Source: an optimization exercise on an open RTL-to-GDS flow (aim: a short achievable clock period and few clock cycles). Production flows keep margins and buffers that such runs may drop. In this exercise RTL edits were held to simulation tests only and were not proved equivalent to the original. Power is estimated from default activity; no workload was simulated.

==> flow/run.sh <==
#!/bin/bash
# synth_recipe.tcl (not shown) runs the flow's synth.tcl, then flattens the netlist and writes it again
# the make line also repeats each setting of config.mk as NAME=value (left out here)
make -C /OpenROAD-flow-scripts/flow DESIGN_CONFIG=/design/flow/config.mk WORK_HOME=/design/flow/orfs CLKGATE_MAP_FILE= SYNTH_SCRIPT=/design/flow/synth_recipe.tcl finish
==> flow/design.v <==
`default_nettype none
package dtq_pkg;
   localparam int unsigned HANDLE_W    = 8;
   localparam int unsigned DEADLINE_W  = 63;
   localparam int unsigned INTERVAL_W  = 48;
   localparam int unsigned REQ_TDATA_W = 184;
   localparam int unsigned RSP_TDATA_W = 80;
   localparam int unsigned MAX_RESULTS = 16;
   localparam int unsigned FIRE_IDX_W  = 4;
   localparam int unsigned FIRE_CNT_W  = 5;
   localparam logic ACTION_ADD  = 1'b0;
   localparam logic ACTION_TICK = 1'b1;
   localparam logic [DEADLINE_W-1:0] DEADLINE_MAX = {DEADLINE_W{1'b1}};
   typedef struct packed {
      logic [DEADLINE_W-1:0] deadline;
      logic [INTERVAL_W-1:0] interval;
      logic [HANDLE_W-1:0]   handle;
   } entry_type;
   localparam int unsigned ENTRY_W = DEADLINE_W + INTERVAL_W + HANDLE_W;
   typedef struct packed {
      logic [RSP_TDATA_W-HANDLE_W-DEADLINE_W-5:0] pad;
      logic                                       queue_empty;
      logic [DEADLINE_W-1:0]                      next_deadline;
      logic                                       dropped;
      logic                                       earliest_changed;
      logic                                       expired_valid;
      logic [HANDLE_W-1:0]                        expired_handle;
   } rsp_type;
endpackage
`default_nettype wire
`default_nettype none
module dtq_ram #(
   parameter int unsigned WIDTH = 8,
   parameter int unsigned DEPTH = 16
) (
   input  wire logic                                     clock,
   input  wire logic                                     wr_en,
   input  wire logic [((DEPTH > 1) ? $clog2(DEPTH) : 1)-1:0] wr_addr,
   input  wire logic [WIDTH-1:0]                         wr_data,
   input  wire logic [((DEPTH > 1) ? $clog2(DEPTH) : 1)-1:0] rd_addr,
   output logic      [WIDTH-1:0]                         rd_data
);
   logic [WIDTH-1:0] mem_ff [DEPTH];
   logic [WIDTH-1:0] rd_data_ff;
   always_ff @(posedge clock) begin
      if (wr_en) begin
         mem_ff[wr_addr] <= wr_data;
      end
      rd_data_ff <= mem_ff[rd_addr];
   end
   assign rd_data = rd_data_ff;
endmodule
`default_nettype wire
`default_nettype none
module dtq_le #(
   parameter int unsigned WIDTH = 63
) (
   input  wire logic [WIDTH-1:0] a,
   input  wire logic [WIDTH-1:0] b,
   output logic                  le
);
   assign le = (a <= b);
endmodule
`default_nettype wire
`default_nettype none
module dtq_sat_add #(
   parameter int unsigned AW = 63,
   parameter int unsigned BW = 48
) (
   input  wire logic [AW-1:0] a,
   input  wire logic [BW-1:0] b,
   output logic      [AW-1:0] s
);
   logic [AW:0] sum;
   assign sum = {1'b0, a} + {{(AW + 1 - BW){1'b0}}, b};
   assign s   = sum[AW] ? {AW{1'b1}} : sum[AW-1:0];
endmodule
`default_nettype wire
`default_nettype none
module deadline_timer_queue_top #(
   parameter int unsigned CAPACITY = 16
) (
   input  wire logic                              clock,
   input  wire logic                              reset,
   input  wire logic                              req_tvalid,
   output logic                                   req_tready,
   input  wire logic [dtq_pkg::REQ_TDATA_W-1:0]   req_tdata,
   input  wire logic                              req_tuser,
   output logic                                   rsp_tvalid,
   input  wire logic                              rsp_tready,
   output logic      [dtq_pkg::RSP_TDATA_W-1:0]   rsp_tdata,
   output logic                                   rsp_tlast
);
   localparam int N   = CAPACITY;
   localparam int DW  = dtq_pkg::DEADLINE_W;
   localparam int IW  = dtq_pkg::INTERVAL_W;
   localparam int HW  = dtq_pkg::HANDLE_W;
   localparam int CW  = $clog2(N + 1);
   localparam int QD  = 4;      
   localparam int BPW = 5;      
   localparam int BD  = 1 << BPW;
   localparam int IPW = 4;      
   localparam int ID  = 1 << IPW;
   localparam logic [DW-1:0] DL_MAX = {DW{1'b1}};
   logic [N-1:0][DW-1:0] e_dl;
   logic [N-1:0][IW-1:0] e_iv;
   logic [N-1:0][HW-1:0] e_h;
   logic [N-1:0]         e_nz;      
   logic [N-1:0]         v;         
   logic [CW-1:0]        cnt;
   logic                 rp_v;
   logic [DW-1:0]        rp_dl;
   logic [IW-1:0]        rp_iv;
   logic [HW-1:0]        rp_h;
   logic [QD-1:0]          q_v;
   logic [QD-1:0]          q_tick;
   logic [QD-1:0][HW-1:0]  q_h;
   logic [QD-1:0][DW-1:0]  q_key;   
   logic [QD-1:0][IW-1:0]  q_iv;
   logic [QD-1:0]          q_nz;
   logic                   rdy_ff;
   logic          cmp_ok;       
   logic [N-1:0]  ge;           
   logic [N-1:0]  gr;           
   logic          rle;          
   logic [DW-1:0] hh;           
   logic          in_tick;      
   logic [CW-1:0] rem;          
   logic          done_d;       
   logic [BD-1:0][HW+3:0] b_mem;    
   logic [BPW:0]          b_wr, b_rd;
   logic [ID-1:0][DW:0]   i_mem;    
   logic [IPW:0]          i_wr, i_rd;
   logic                   out_v;
   logic [HW+3+DW:0]       out_d;
   logic                   out_last;
   logic [BPW:0] b_cnt;           
   logic [IPW:0] i_cnt;
   logic         room;            
   logic         b_ne, i_ne;      
   logic wempty, rhead, w_le, full, first, v1_le, x0, x1;
   logic go, go2, fl2, refresh, stall, idle;
   logic op_add, op_drop, op_pop, op_none, pope, complete, keep;
   logic ins_a1, ins_r1, ins_2;
   logic [CW-1:0] wcnt;
   assign wempty   = !v[0] && !rp_v;
   assign rhead    = rp_v && !gr[0];
   assign w_le     = rhead ? rle : ge[0];
   assign full     = v[N-1] || (v[N-2] && rp_v);
   assign first    = !in_tick;
   assign v1_le    = rhead ? ge[0] : ((rp_v && !gr[1]) ? rle : ge[1]);
   assign x0       = first ? w_le : 1'b1;
   assign x1       = v1_le && (first || (rem >= CW'(2)));
   assign wcnt     = cnt + CW'(rp_v);
   assign go       = q_v[0] && cmp_ok && room;
   assign refresh  = q_v[0] && !cmp_ok;
   assign stall    = q_v[0] && cmp_ok && !room;
   assign idle     = !q_v[0];
   assign fl2      = go && q_tick[0] && first && rhead && rle;
   assign go2      = go && !fl2;
   assign op_add   = go2 && !q_tick[0] && !full;
   assign op_drop  = go2 && !q_tick[0] && full;
   assign op_pop   = go2 && q_tick[0] && x0;
   assign op_none  = go2 && q_tick[0] && !x0;
   assign pope     = op_pop;
   assign complete = go2 && (!q_tick[0] || !x0 || !x1);
   assign keep     = go2 && !complete;
   assign ins_a1   = op_add && !rp_v;
   assign ins_2    = op_add && rp_v;
   assign ins_r1   = rp_v && (op_drop || op_none || refresh || idle || fl2);
   logic [N-1:0] s_h, s_m1, s_m2, s_p1, s_a, s_r;
   logic [N+1:0] gex, grx;    
   assign gex = {1'b0, ge, 1'b1};
   assign grx = {1'b0, gr, 1'b1};
   always_comb begin
      for (int j = 0; j < N; j++) begin
         logic tf_j, tf_jm1, ts_jm1, ts_jm2;
         s_h[j] = 1'b0; s_m1[j] = 1'b0; s_m2[j] = 1'b0;
         s_p1[j] = 1'b0; s_a[j] = 1'b0; s_r[j] = 1'b0;
         tf_j   = rle ? grx[j + 1] : gex[j + 1];
         tf_jm1 = rle ? grx[j] : gex[j];
         ts_jm1 = rle ? gex[j] : grx[j];
         ts_jm2 = (j == 0) ? 1'b0 : ((j == 1) ? 1'b1 : (rle ? gex[j - 1] : grx[j - 1]));
         if (pope) begin
            if (rp_v) begin
               if (grx[j + 2])      s_p1[j] = 1'b1;
               else if (grx[j + 1] || j == 0) s_r[j] = 1'b1;
               else                 s_h[j] = 1'b1;
            end else begin
               s_p1[j] = 1'b1;
            end
         end else if (ins_a1) begin
            if (gex[j + 1])         s_h[j] = 1'b1;
            else if (gex[j])        s_a[j] = 1'b1;
            else                    s_m1[j] = 1'b1;
         end else if (ins_r1) begin
            if (grx[j + 1])         s_h[j] = 1'b1;
            else if (grx[j])        s_r[j] = 1'b1;
            else                    s_m1[j] = 1'b1;
         end else if (ins_2) begin
            if (tf_j)               s_h[j] = 1'b1;
            else if (tf_jm1) begin
               if (rle) s_r[j] = 1'b1; else s_a[j] = 1'b1;
            end else if (ts_jm1)    s_m1[j] = 1'b1;
            else if (ts_jm2) begin
               if (rle) s_a[j] = 1'b1; else s_r[j] = 1'b1;
            end else                s_m2[j] = 1'b1;
         end else begin
            s_h[j] = 1'b1;
         end
      end
   end
   logic [CW-1:0] cnt_n;
   logic [N-1:0]  v_n;
   always_comb begin
      cnt_n = cnt;
      if (op_add && rp_v)                  cnt_n = cnt + CW'(2);
      else if (op_add || ins_r1)           cnt_n = cnt + CW'(1);
      else if (pope && !rp_v)              cnt_n = cnt - CW'(1);
      for (int j = 0; j < N; j++) v_n[j] = (cnt_n > CW'(j));
   end
   logic [N-1:0][DW-1:0] e_dl_n;
   logic [N-1:0][IW-1:0] e_iv_n;
   logic [N-1:0][HW-1:0] e_h_n;
   logic [N-1:0]         e_nz_n;
   always_comb begin
      for (int j = 0; j < N; j++) begin
         e_dl_n[j] = ({DW{s_h[j]}} & e_dl[j])
                   | ({DW{s_m1[j]}} & e_dl[(j >= 1) ? j - 1 : 0])
                   | ({DW{s_m2[j]}} & e_dl[(j >= 2) ? j - 2 : 0])
                   | ({DW{s_p1[j]}} & e_dl[(j <= N - 2) ? j + 1 : N - 1])
                   | ({DW{s_a[j]}}  & q_key[0])
                   | ({DW{s_r[j]}}  & rp_dl);
         e_iv_n[j] = ({IW{s_h[j]}} & e_iv[j])
                   | ({IW{s_m1[j]}} & e_iv[(j >= 1) ? j - 1 : 0])
                   | ({IW{s_m2[j]}} & e_iv[(j >= 2) ? j - 2 : 0])
                   | ({IW{s_p1[j]}} & e_iv[(j <= N - 2) ? j + 1 : N - 1])
                   | ({IW{s_a[j]}}  & q_iv[0])
                   | ({IW{s_r[j]}}  & rp_iv);
         e_h_n[j]  = ({HW{s_h[j]}} & e_h[j])
                   | ({HW{s_m1[j]}} & e_h[(j >= 1) ? j - 1 : 0])
                   | ({HW{s_m2[j]}} & e_h[(j >= 2) ? j - 2 : 0])
                   | ({HW{s_p1[j]}} & e_h[(j <= N - 2) ? j + 1 : N - 1])
                   | ({HW{s_a[j]}}  & q_h[0])
                   | ({HW{s_r[j]}}  & rp_h);
         e_nz_n[j] = (s_h[j] & e_nz[j])
                   | (s_m1[j] & e_nz[(j >= 1) ? j - 1 : 0])
                   | (s_m2[j] & e_nz[(j >= 2) ? j - 2 : 0])
                   | (s_p1[j] & e_nz[(j <= N - 2) ? j + 1 : N - 1])
                   | (s_a[j]  & q_nz[0])
                   | s_r[j];
      end
   end
   logic [DW-1:0] ks;           
   logic [N-1:0] c1, chh;
   logic         ca1, cr1, crh, hh_le0, hh_le1;
   for (genvar j = 0; j < N; j++) begin : g_cmp
      dtq_le #(.WIDTH(DW)) u_c1  (.a(e_dl[j]), .b(ks), .le(c1[j]));
      dtq_le #(.WIDTH(DW)) u_chh (.a(e_dl[j]), .b(hh), .le(chh[j]));
   end
   dtq_le #(.WIDTH(DW)) u_ca1 (.a(q_key[0]), .b(ks),       .le(ca1));
   dtq_le #(.WIDTH(DW)) u_cr1 (.a(rp_dl),    .b(ks),       .le(cr1));
   dtq_le #(.WIDTH(DW)) u_crh (.a(rp_dl),    .b(hh),       .le(crh));
   dtq_le #(.WIDTH(DW)) u_hl0 (.a(hh),       .b(q_key[0]), .le(hh_le0));
   dtq_le #(.WIDTH(DW)) u_hl1 (.a(hh),       .b(ks),       .le(hh_le1));
   logic [DW-1:0] a1, ar, b0, b1, ba, br;
   dtq_sat_add #(.AW(DW), .BW(IW)) u_a1 (.a(q_key[0]), .b(e_iv[1]), .s(a1));
   dtq_sat_add #(.AW(DW), .BW(IW)) u_ar (.a(q_key[0]), .b(rp_iv),   .s(ar));
   dtq_sat_add #(.AW(DW), .BW(IW)) u_b0 (.a(ks),       .b(e_iv[0]), .s(b0));
   dtq_sat_add #(.AW(DW), .BW(IW)) u_b1 (.a(ks),       .b(e_iv[1]), .s(b1));
   dtq_sat_add #(.AW(DW), .BW(IW)) u_ba (.a(ks),       .b(q_iv[0]), .s(ba));
   dtq_sat_add #(.AW(DW), .BW(IW)) u_br (.a(ks),       .b(rp_iv),   .s(br));
   logic [N+1:0] gek, c1x, chhx;    
   assign gek  = {1'b0, ge, 1'b0};
   assign c1x  = {1'b0, c1, 1'b0};
   assign chhx = {1'b0, chh, 1'b0};
   logic [N-1:0]  ge_n, gr_n;
   logic          rle_n, cmp_ok_n, rp_v_n;
   logic [DW-1:0] hh_n;
   always_comb begin
      for (int j = 0; j < N; j++) begin
         logic k_h, k_m1, k_m2, k_p1, k_r;
         k_h  = (keep || stall) ? gek[j + 1] : c1x[j + 1];
         k_m1 = keep ? gek[j]     : c1x[j];
         k_m2 = (j >= 1) ? c1x[j - 1] : 1'b0;
         k_p1 = keep ? gek[j + 2] : c1x[j + 2];
         k_r  = keep ? rle : cr1;
         ge_n[j] = v_n[j] && ((s_h[j] && k_h) || (s_m1[j] && k_m1) || (s_m2[j] && k_m2)
                              || (s_p1[j] && k_p1) || (s_a[j] && ca1) || (s_r[j] && k_r));
      end
      gr_n   = gr;
      rle_n  = rle;
      rp_v_n = rp_v && stall;
      if (pope) begin
         rp_v_n = e_nz[0];
         rle_n  = keep ? hh_le0 : hh_le1;
         for (int j = 0; j < N; j++) begin
            gr_n[j] = v_n[j] && ((s_p1[j] && chhx[j + 2]) || (s_r[j] && crh)
                                 || (s_h[j] && chhx[j + 1]));
         end
      end
      hh_n = hh;
      if (refresh) begin
         hh_n = s_r[0] ? br : b0;
      end else if (keep) begin
         hh_n = s_r[0] ? ar : a1;
      end else if (go2) begin
         hh_n = s_a[0] ? ba : s_r[0] ? br : s_p1[0] ? b1 : b0;
      end
      if (go2) begin
         cmp_ok_n = keep || q_v[1];
      end else if (fl2) begin
         cmp_ok_n = 1'b0;
      end else begin
         cmp_ok_n = q_v[0];
      end
   end
   logic          enq;
   logic [QD-1:0] sv;
   logic [QD-1:0] q_v_n;
   logic [DW-1:0] in_key;
   assign enq    = req_tvalid && rdy_ff;
   assign in_key = req_tuser ? req_tdata[181:119] : req_tdata[70:8];
   logic [QD-1:0]          q_wr;
   logic [1:0][DW-1:0]     q_key_n;
   always_comb begin
      for (int i = 0; i < QD; i++) begin
         sv[i] = complete ? ((i == QD - 1) ? 1'b0 : q_v[i + 1]) : q_v[i];
      end
      for (int i = 0; i < QD; i++) begin
         q_wr[i]  = enq && !sv[i] && ((i == 0) || sv[i - 1]);
         q_v_n[i] = sv[i] || q_wr[i];
      end
      for (int i = 0; i < 2; i++) begin
         q_key_n[i] = q_wr[i] ? in_key : (complete ? q_key[i + 1] : q_key[i]);
      end
   end
   logic ld;
   assign ld = (!out_v || rsp_tready) && b_ne && i_ne;
   logic         i_pop;
   logic [BPW:0] b_cnt_p, b_cnt_n;
   logic [IPW:0] i_cnt_p, i_cnt_n;
   assign i_pop   = ld && b_mem[b_rd[BPW-1:0]][HW+3];
   assign b_cnt_p = b_cnt + (BPW + 1)'(go2);
   assign i_cnt_p = i_cnt + (IPW + 1)'(done_d);
   assign b_cnt_n = ld ? b_cnt_p - (BPW + 1)'(1) : b_cnt_p;
   assign i_cnt_n = i_pop ? i_cnt_p - (IPW + 1)'(1) : i_cnt_p;
   always_ff @(posedge clock) begin
      if (reset) begin
         v       <= '0;
         cnt     <= '0;
         rp_v    <= 1'b0;
         cmp_ok  <= 1'b0;
         q_v     <= '0;
         rdy_ff  <= 1'b1;
         in_tick <= 1'b0;
         done_d  <= 1'b0;
         b_wr    <= '0;
         b_rd    <= '0;
         i_wr    <= '0;
         i_rd    <= '0;
         out_v   <= 1'b0;
         b_cnt   <= '0;
         i_cnt   <= '0;
         room    <= 1'b1;
         b_ne    <= 1'b0;
         i_ne    <= 1'b0;
      end else begin
         b_cnt   <= b_cnt_n;
         i_cnt   <= i_cnt_n;
         room    <= (b_cnt < (BPW + 1)'(BD - 2))
                    && ((IPW + 2)'(i_cnt) + (IPW + 2)'(done_d) + (IPW + 2)'(complete)
                        < (IPW + 2)'(ID - 1));
         b_ne    <= go2 || (b_cnt > (BPW + 1)'(1)) || ((b_cnt == (BPW + 1)'(1)) && !ld);
         i_ne    <= done_d || (i_cnt > (IPW + 1)'(1)) || ((i_cnt == (IPW + 1)'(1)) && !i_pop);
         v       <= v_n;
         cnt     <= cnt_n;
         rp_v    <= rp_v_n;
         cmp_ok  <= cmp_ok_n;
         q_v     <= q_v_n;
         rdy_ff  <= !q_v_n[QD-1];
         if (go2) begin
            in_tick <= keep;
         end
         done_d  <= complete;
         if (go2) begin
            b_wr <= b_wr + 1'b1;
         end
         if (done_d) begin
            i_wr <= i_wr + 1'b1;
         end
         if (ld) begin
            out_v <= 1'b1;
            b_rd  <= b_rd + 1'b1;
            if (i_pop) begin
               i_rd <= i_rd + 1'b1;
            end
         end else if (rsp_tready) begin
            out_v <= 1'b0;
         end
      end
   end
   always_ff @(posedge clock) begin
      e_dl <= e_dl_n;
      e_iv <= e_iv_n;
      e_h  <= e_h_n;
      e_nz <= e_nz_n;
      ge   <= ge_n;
      gr   <= gr_n;
      rle  <= rle_n;
      hh   <= hh_n;
      ks   <= (q_v_n[0] && !cmp_ok_n) ? q_key_n[0] : q_key_n[1];
      if (pope) begin
         rp_dl <= hh;
         rp_iv <= e_iv[0];
         rp_h  <= e_h[0];
      end
      if (op_pop) begin
         rem <= (first ? wcnt : rem) - CW'(1);
      end
      for (int i = 0; i < QD; i++) begin
         if (q_wr[i]) begin
            q_tick[i] <= req_tuser;
            q_h[i]    <= req_tdata[7:0];
            q_key[i]  <= in_key;
            q_iv[i]   <= req_tdata[118:71];
            q_nz[i]   <= (req_tdata[118:71] != '0);
         end else if (complete && (i != QD - 1)) begin
            q_tick[i] <= q_tick[i + 1];
            q_h[i]    <= q_h[i + 1];
            q_key[i]  <= q_key[i + 1];
            q_iv[i]   <= q_iv[i + 1];
            q_nz[i]   <= q_nz[i + 1];
         end
      end
      b_mem[b_wr[BPW-1:0]] <= {!(op_pop && x1), op_drop, op_add && !w_le, op_pop,
                               pope ? e_h[0] : {HW{1'b0}}};
      i_mem[i_wr[IPW-1:0]] <= {wempty, wempty ? {DW{1'b0}} : (rhead ? rp_dl : e_dl[0])};
      if (ld) begin
         out_d    <= {i_mem[i_rd[IPW-1:0]], b_mem[b_rd[BPW-1:0]][HW+2:0]};
         out_last <= b_mem[b_rd[BPW-1:0]][HW+3];
      end
   end
   assign req_tready = rdy_ff;
   assign rsp_tvalid = out_v;
   assign rsp_tdata  = {{(dtq_pkg::RSP_TDATA_W - (HW + 4 + DW)){1'b0}}, out_d};
   assign rsp_tlast  = out_last;
endmodule
`default_nettype wire
==> flow/config.mk <==
export PLATFORM = sky130hd
export DESIGN_NAME = deadline_timer_queue_top
export DESIGN_NICKNAME = deadline_timer_queue_top
export VERILOG_FILES = /design/flow/design.v
export SDC_FILE = /design/flow/constraint.sdc
export NUM_CORES = 4
export LEC_CHECK = 0
export CAP_MARGIN = 20
export CORE_MARGIN = 2
export CORE_UTILIZATION = 40
export SLEW_MARGIN = 20
export SYNTH_HIERARCHICAL = 1
export SYNTH_MINIMUM_KEEP_SIZE = 0
==> flow/constraint.sdc <==
create_clock -name core_clock -period 9.0 [get_ports {clock}]
set_input_delay 1.8000 -clock core_clock [delete_from_list [all_inputs] [get_ports {clock}]]
set_output_delay 1.8000 -clock core_clock [all_outputs]
set_load 0.01 [all_outputs]
==> results_dict.tcl, run 1 <==
set metrics [dict create \
    status "no timing/DRC/antenna violations" \
    coreArea_mm2 0.6768 \
    io_buffer_count 264 \
    async_flop_share 0 \
    synth_common_cells "5066 x nand2_1, 3583 x dfxtp_1, 2650 x ha_1" \
    rsz0062_at_grt "no" \
    row_count 302 \
    clk_latency_ns 1.19 \
    nNetsFinal 32873 \
    yosys.area.top_type_share 0.2639 \
    synth_area_leaders "dfxtp_1 26%, ha_1 12%, edfxtp_1 7.0%" \
    grt_max_degree 128 \
    gp_congestion 1.015 \
    tightest_slew_ns 1.355 \
    gr-total-overflow 0 \
    setup_viol 0 \
    num_vias 273708 \
    ir_drop_mv 0.2308 \
    dpl_worst_slack_ns 3.248 \
    finalNonFillerCells 39473 \
    ioPinCount 272 \
    leakagePower_uw 0.1283 \
    dp_cells 38503 \
    grt_pass1_wl_mm 1872 \
    worst_path_largest_cell_delay_ns 1.15 \
    post_synth.cell_area_avg_um2 8.774 \
    dr_wl_met3_mm 170.5 \
    area_growth_pct 10.84 \
    cp.required_ns 9.66 \
    htreeDepth 5 \
    hold_start "b_mem[79]" \
    ys_seq_area_frac 0.3344 \
    yosys.area.top_type "dfxtp_1" \
    antenna_found_initial 53 \
    multi_input_area_mm2 0.1634 \
    cts_hold_buf 0 \
    cp_common_cell "a21oi_1" \
    hold_path_end "b_mem[79]" \
    layout-drive-gt1-share 0.09864 \
    initial_utilization 0.4016 \
    worstSetupPathType "register to register" \
    cts_setup_buffers 0 \
    synthFlopType "dfxtp_1" \
    vias_per_cell 6.934 \
    drc 0 \
    setup-tns-final_ns 0 \
    swShare 0.4346 \
    clk_pin_slew_ns 0.06 \
    seqPwrFrac 0.340 \
    fin_ws_ns 2.931 \
    end_kind "register" \
    cts_tree "done" \
    finalMaxSlewViolations 0 \
    combPwrFrac 0.401 \
    postPlaceCellArea_mm2 0.2845 \
    final.min_clock_period_ns 6.069 \
    grtUsageTotal 0.3640 \
    r2r_cells 13 \
    cpLargestDelayFamily "compound AO/OA/AOI/OAI gates" \
    ys_seq_elements 4221 \
    netlist-cell-type-count 114 \
    critical_path_arrival_ns 6.73 \
    synth_edf_count 638 \
    fin_crit_sh 0.6743 \
    critPathMaxFanout 53 \
    dr_wl_met2_mm 539.8 \
    maxSlewHeadroom 0.08879 \
    final_core_util 0.4452 \
    ys_warn_count 13 \
    drtIter0Drc 48621 \
    maxCapViolCount 0 \
    clk_path_buf_depth 4 \
    cp_slowest_cell "edfxtp_1" \
    dp_hpwl_mm 930.6 \
    hold_viol_final 0 \
    r2r_slack_ns 2.93 \
    p_per_area_mw_per_mm2 265.3 \
    pwr-share-clk 0.259 \
    p_sw_uw 34740 \
    avgRoutedWirePerCell_um 33.52 \
    ctsResizeCount 0 \
    yosysMostFrequentCell "nand2_1" \
    fin_skew_ns 0.1501 \
    cts_sinks 4221 \
    wirelength_mm 1323 \
    die_area_mm2 0.6861 \
    reg2reg_from "rp_iv[16]" \
    met1Wirelength_mm 505.1 \
    finalInstanceArea_mm2 0.3013 \
    seqCellArea_mm2 0.09092 \
    die_height_um 828.3 \
    cp_num_buf_inv 1 \
    internal_power_uw 45190 \
    min_path_type "register to register" \
    reg2reg_to "hh[36]" \
    syn_inst 30977 \
    drt-pass1-iter-count 17 \
    clock.fmax_mhz 164.8 \
    die_w_um 828.3 \
    mappedNetlistArea_mm2 0.2718 \
    grt_pass1_vias 257578 \
    crit_path_start_kind "register" \
    antenna_left 0 \
    numCtsBuffers 479 \
    fill_cells 64851 \
    crit_chain "ha_1 > a21oi_1 > o21ai_0 > or3_1 > a2111oi_2 > o21a_2 > nor3_2 > o211ai_1 > buf_4 > nand2_1 > mux2i_1 > a32o_1 > a21oi_1" \
    hold_depth 2 \
    top_layer "met5" \
    cts.root.buffer_cell "clkbuf_16" \
]
-- cell usage in the layout, fill, tap and decap left out, types with 106 or more instances in the layout --
cell             instances
a211oi_1               106
a21o_1                 201
a21oi_1               1595
a221o_1                979
a221oi_1               238
a222oi_1              1705
a22o_1                1080
a22oi_1                689
a31oi_1                125
and4_1                 136
buf_4                  719
clkbuf_16              497
clkdlybuf4s50_1        262
dfxtp_1               3568
edfxtp_1               638
ha_1                  2650
inv_1                 2511
mux2_2                 610
mux2i_1                535
mux4_2                 248
nand2_1               5045
nand3_1               1017
nand4_1                822
nor2_1                 683
nor3_1                 269
o21a_1                 169
o21ai_0                807
o21ai_1                147
o2bb2ai_1              141
xnor2_1                149
xor2_1                 159
-- metrics by stage --
| step | hold slack (ns) | power (µW) |
|---|---|---|
| 4_1_cts | 0.4482 | 78550 |
| 5_1_grt | 0.4685 | 83630 |
| 2_1_floorplan | 0.4064 | 45140 |
| 6_report | 0.4473 | 79930 |
| 3_5_place_dp | 0.4375 | 58010 |
| 3_3_place_gp | 0.4306 | 57130 |
-- worst reg2reg max path, stage by stage (launching register included) --
cell	delay, ns
edfxtp_1	1.15
ha_1	0.50
a21oi_1	0.30
o21ai_0	0.19
or3_1	0.39
a2111oi_2	0.66
o21a_2	0.35
nor3_2	0.11
o211ai_1	0.46
buf_4	0.62
nand2_1	0.25
mux2i_1	0.31
a32o_1	0.18
a21oi_1	0.12
-- final cells by class --
type / instances / share of cell area
inverter: 2517 / 0.03142
tap: 8968 / 0.03725
multi-input combinational: 21731 / 0.5424
timing repair buffer: 1076 / 0.03224
sequential: 4221 / 0.3018
antenna: 52 / 0.0004319
clock buffer: 693 / 0.04686
clock inverter: 215 / 0.007613
-- cell families after synthesis --
group           Yosys count  share of synthesized area
mux                    1401                    0.06594
fa+ha+maj              2658                     0.1226
buf+inv                5029                    0.07236
xor+xnor                312                    0.01016
other cells               1                 0.00001380
compound gates         8712                     0.2506
simple gates           8643                     0.1440
flops                  4221                     0.3344
-- power groups by stage --
stage          clock (µW)  combinational (µW)  sequential, µW
4_1_cts             20800               31000           26800
2_1_floorplan           0               19500           25600
5_1_grt             21500               34800           27300
3_5_place_dp            0               30800           27200
6_report            20700               32100           27200
3_3_place_gp            0               30000           27200
-- state kept, by name, summed over array words and instances, names as in the netlist, 75 cells and up --
register and count:
e_h 128, b_mem 384, e_dl 1008, e_iv 768, out_d 75, q_key 252
i_mem 1024, q_iv 192
-- layer usage --
metal  global-route usage  up-vias
li1                     -   115737
met1               0.4701   133488
met2               0.5297    20187
met3              0.09902     4265
met4               0.2435       31
met5             0.002570        -
-- worst max path at each step --
stage	from	endpoint	cells past startpoint
floorplan	gr[0]	q_h[24]	9
global placement	rp_v	q_tick[1]	11
detailed placement	rp_v	q_tick[1]	11
CTS	rp_iv[16]	hh[61]	14
global route	rp_v	q_h[12]	11
finish	rp_iv[16]	hh[36]	13
Testbench counts, summed over its fixed seeds: cycles 19,789.
==> run 2, diff against run 1 <==
--- a/flow/config.mk
+++ b/flow/config.mk
@@ -10,2 +10,4 @@
 export CORE_UTILIZATION = 40
+export PLACE_DENSITY = 0.5
+export SETUP_SLACK_MARGIN = 4
 export SLEW_MARGIN = 20
==> run 2 against run 1 <==
  * Combinational power rose by 2%
  * Routed wire length rose by 7.2%
  * Worst setup slack improved by 0.90 ns
  * Critical endpoint is now gr[6]
==> results_dict.tcl, run 2 <==
set metrics [dict create \
    status "no timing/DRC/antenna violations" \
    hold_viol_final 0 \
    drc 0 \
    gr-total-overflow 0 \
    clk_latency_ns 1.14 \
    die_area_mm2 0.6861 \
    num_vias 273258 \
    yosysMostFrequentCell "nand2_1" \
    dp_cells 38599 \
    yosys.area.top_type "dfxtp_1" \
    dr_wl_met2_mm 571.2 \
    ys_seq_area_frac 0.3344 \
    layout-drive-gt1-share 0.1056 \
    worstSetupPathType "register to register" \
    finalMaxSlewViolations 0 \
    io_buffer_count 264 \
    drt-pass1-iter-count 15 \
    maxCapViolCount 0 \
    numCtsBuffers 521 \
    tightest_slew_ns 1.318 \
    cts_sinks 4221 \
    synth_common_cells "5066 x nand2_1, 3583 x dfxtp_1, 2650 x ha_1" \
    finalNonFillerCells 39656 \
    min_path_type "register to register" \
    antenna_found_initial 72 \
    dp_hpwl_mm 997.8 \
    fin_skew_ns 0.07746 \
    final_core_util 0.4483 \
    ir_drop_mv 0.2293 \
    setup_viol 0 \
    end_kind "register" \
    netlist-cell-type-count 114 \
    die_w_um 828.3 \
    initial_utilization 0.4016 \
    nNetsFinal 33075 \
    async_flop_share 0 \
    yosys.area.top_type_share 0.2639 \
    rsz0062_at_grt "yes" \
    gp_congestion 1.025 \
    ys_warn_count 13 \
    leakagePower_uw 0.1293 \
    vias_per_cell 6.891 \
    seqPwrFrac 0.334 \
    die_height_um 828.3 \
    cts_hold_buf 0 \
    fin_crit_sh 0.5738 \
    mostFrequentLayoutCell "nand2_1" \
    cts_tree "done" \
    drtIter0Drc 47594 \
    grt_pass1_vias 255655 \
    row_count 302 \
    top_layer "met5" \
    antenna_left 0 \
    p_per_area_mw_per_mm2 269.4 \
    cp.required_ns 9.86 \
    clock.fmax_mhz 193.6 \
    dpl_worst_slack_ns 2.952 \
    p_sw_uw 35760 \
    pwr-share-clk 0.266 \
    avgRoutedWirePerCell_um 35.77 \
    internal_power_uw 45960 \
    wirelength_mm 1419 \
    ioPinCount 272 \
    met1Wirelength_mm 568.3 \
    syn_inst 30977 \
    htreeDepth 6 \
    final_cell_mix "5044 x nand2_1, 3540 x dfxtp_1, 2648 x ha_1" \
    combPwrFrac 0.400 \
    grt_max_degree 134 \
    dr_wl_met3_mm 171.3 \
    grt_pass1_wl_mm 1971 \
    critPathMaxFanout 7 \
    synth_area_leaders "dfxtp_1 26%, ha_1 12%, edfxtp_1 7.0%" \
    setup-tns-final_ns 0 \
    synthFlopType "dfxtp_1" \
    fin_ws_ns 3.835 \
    post_synth.cell_area_avg_um2 8.774 \
    maxSlewHeadroom 0.1143 \
    ys_seq_elements 4221 \
    final.min_clock_period_ns 5.165 \
    clk_pin_slew_ns 0.06 \
    largest_reg_flops 1024 \
    grtUsageTotal 0.3910 \
    fill_cells 65483 \
    mappedNetlistArea_mm2 0.2718 \
    critical_path_arrival_ns 6.02 \
    synth_edf_count 638 \
    coreArea_mm2 0.6768 \
    cts.root.buffer_cell "clkbuf_16" \
    swShare 0.4376 \
    area_growth_pct 11.62 \
    clk_path_buf_depth 4 \
    crit_path_start_kind "register" \
]
run 2: cell counts after synthesis:
Identical to the previous run, type by type.
run 2: routing by layer:
layer	GRT usage	up-vias
met5	0.001250	-
met4	0.2475	14
met3	0.1016	3587
met2	0.5598	18425
met1	0.5211	135080
li1	-	116152
run 2: timing repair:
action | in CTS | in global routing
hold endpoints to repair | 0 | 0
pin swaps | 20 | 8
resized for setup | 77 | 53
cloned | 1 | 2
setup endpoints to repair | 855 | 383
setup buffers | 45 | 14
run 2: area by class of cell:
| cell class | instances | area (µm²) | area share |
|---|---|---|---|
| Clock inverter | 178 | 2101 | 0.006925 |
| Sequential cell | 4221 | 90970 | 0.2998 |
| Tap cell | 8968 | 11220 | 0.03699 |
| Clock buffer | 764 | 15060 | 0.04965 |
| Multi-Input combinational cell | 21733 | 163500 | 0.5390 |
| Inverter | 2517 | 9480 | 0.03125 |
| Antenna cell | 41 | 102.6 | 0.0003382 |
| Timing Repair Buffer | 1234 | 10930 | 0.03602 |
run 2: logic make-up (layout without fill, tap and decap cells):
kind of cell               after synthesis  after routing  synth area share
other                                    1             46        0.00001380
AOI/OAI and AO/OA                     8712           8713            0.2506
adders and majority gates             2658           2658            0.1226
muxes                                 1401           1401           0.06594
buffers and inverters                 5029           4693           0.07236
xor gates and xnor gates               312            312           0.01016
DFF                                   4221           4221            0.3344
and+or+nand+nor                       8643           8644            0.1440
run 2: final timing paths:
kind	depth (start not counted)	slack [ns]	startpoint	end
min reg2reg	2	0.45	b_mem[168]	b_mem[168]
min	2	0.45	b_mem[168]	b_mem[168]
max	11	3.84	hh[56]	gr[6]
max reg2reg	11	3.84	hh[56]	gr[6]
run 2: critical path, stage by stage, from the launching register on:
cell       delay (ns)
edfxtp_1         0.95
buf_4            0.32
inv_1            0.06
ha_1             0.28
nand4_1          0.13
nor4_1           0.73
nand4_1          0.78
a2111oi_2        0.46
nor4_1           0.22
a31o_1           0.38
a222oi_1         0.49
nor2_1           0.08
run 2: power groups by stage:
stage / Clock [µW] / Sequential (µW) / Combinational [µW]
finish: 21700 / 27300 / 32700
detailed placement: 0 / 27400 / 31200
floorplan: 0 / 25600 / 19500
global placement: 0 / 27400 / 30600
global route: 22600 / 27500 / 35400
CTS: 21900 / 27000 / 31500
run 2: through the flow:
stage,power [µW],hold WS (ns),area (µm²)
2_1_floorplan,45130,0.4064,271800
3_3_place_gp,57980,0.4314,284700
3_5_place_dp,58610,0.4393,284800
4_1_cts,80340,0.4492,302700
5_1_grt,85480,0.4639,303300
6_report,81720,0.4460,303400

## port drivers added, routing unchanged
The results above use ideal ports. As a check the final layouts listed here were re-extracted and re-timed, cells and wires unchanged.
Step 1 (the two cells are an assumption about what drives the block):
set clk [get_ports {clock}]
set_driving_cell -lib_cell sky130_fd_sc_hd__clkbuf_16 $clk
set_driving_cell -lib_cell sky130_fd_sc_hd__buf_2 [delete_from_list [all_inputs] $clk]
Step 2 moves the port delays by t, midway between the first and last clock arrival at a register: inputs arrive t later, outputs are due t later. That takes back most of the time a late clock gives input paths.
Slacks: ideal ports / drivers / drivers and shift; pairs: ideal ports / drivers.
run | t, ns | setup WS [ns] | worst setup path after step 2
run 1 | 1.250 | 2.931 / 2.931 / 2.931 | register to register
run 2 | 1.246 | 3.835 / 3.835 / 3.375 | input to register
After both steps every run listed still meets setup and hold. The setup slack of run 2, which loses most, moves by 0.000 ns with the drivers and by -0.460 ns with both steps.
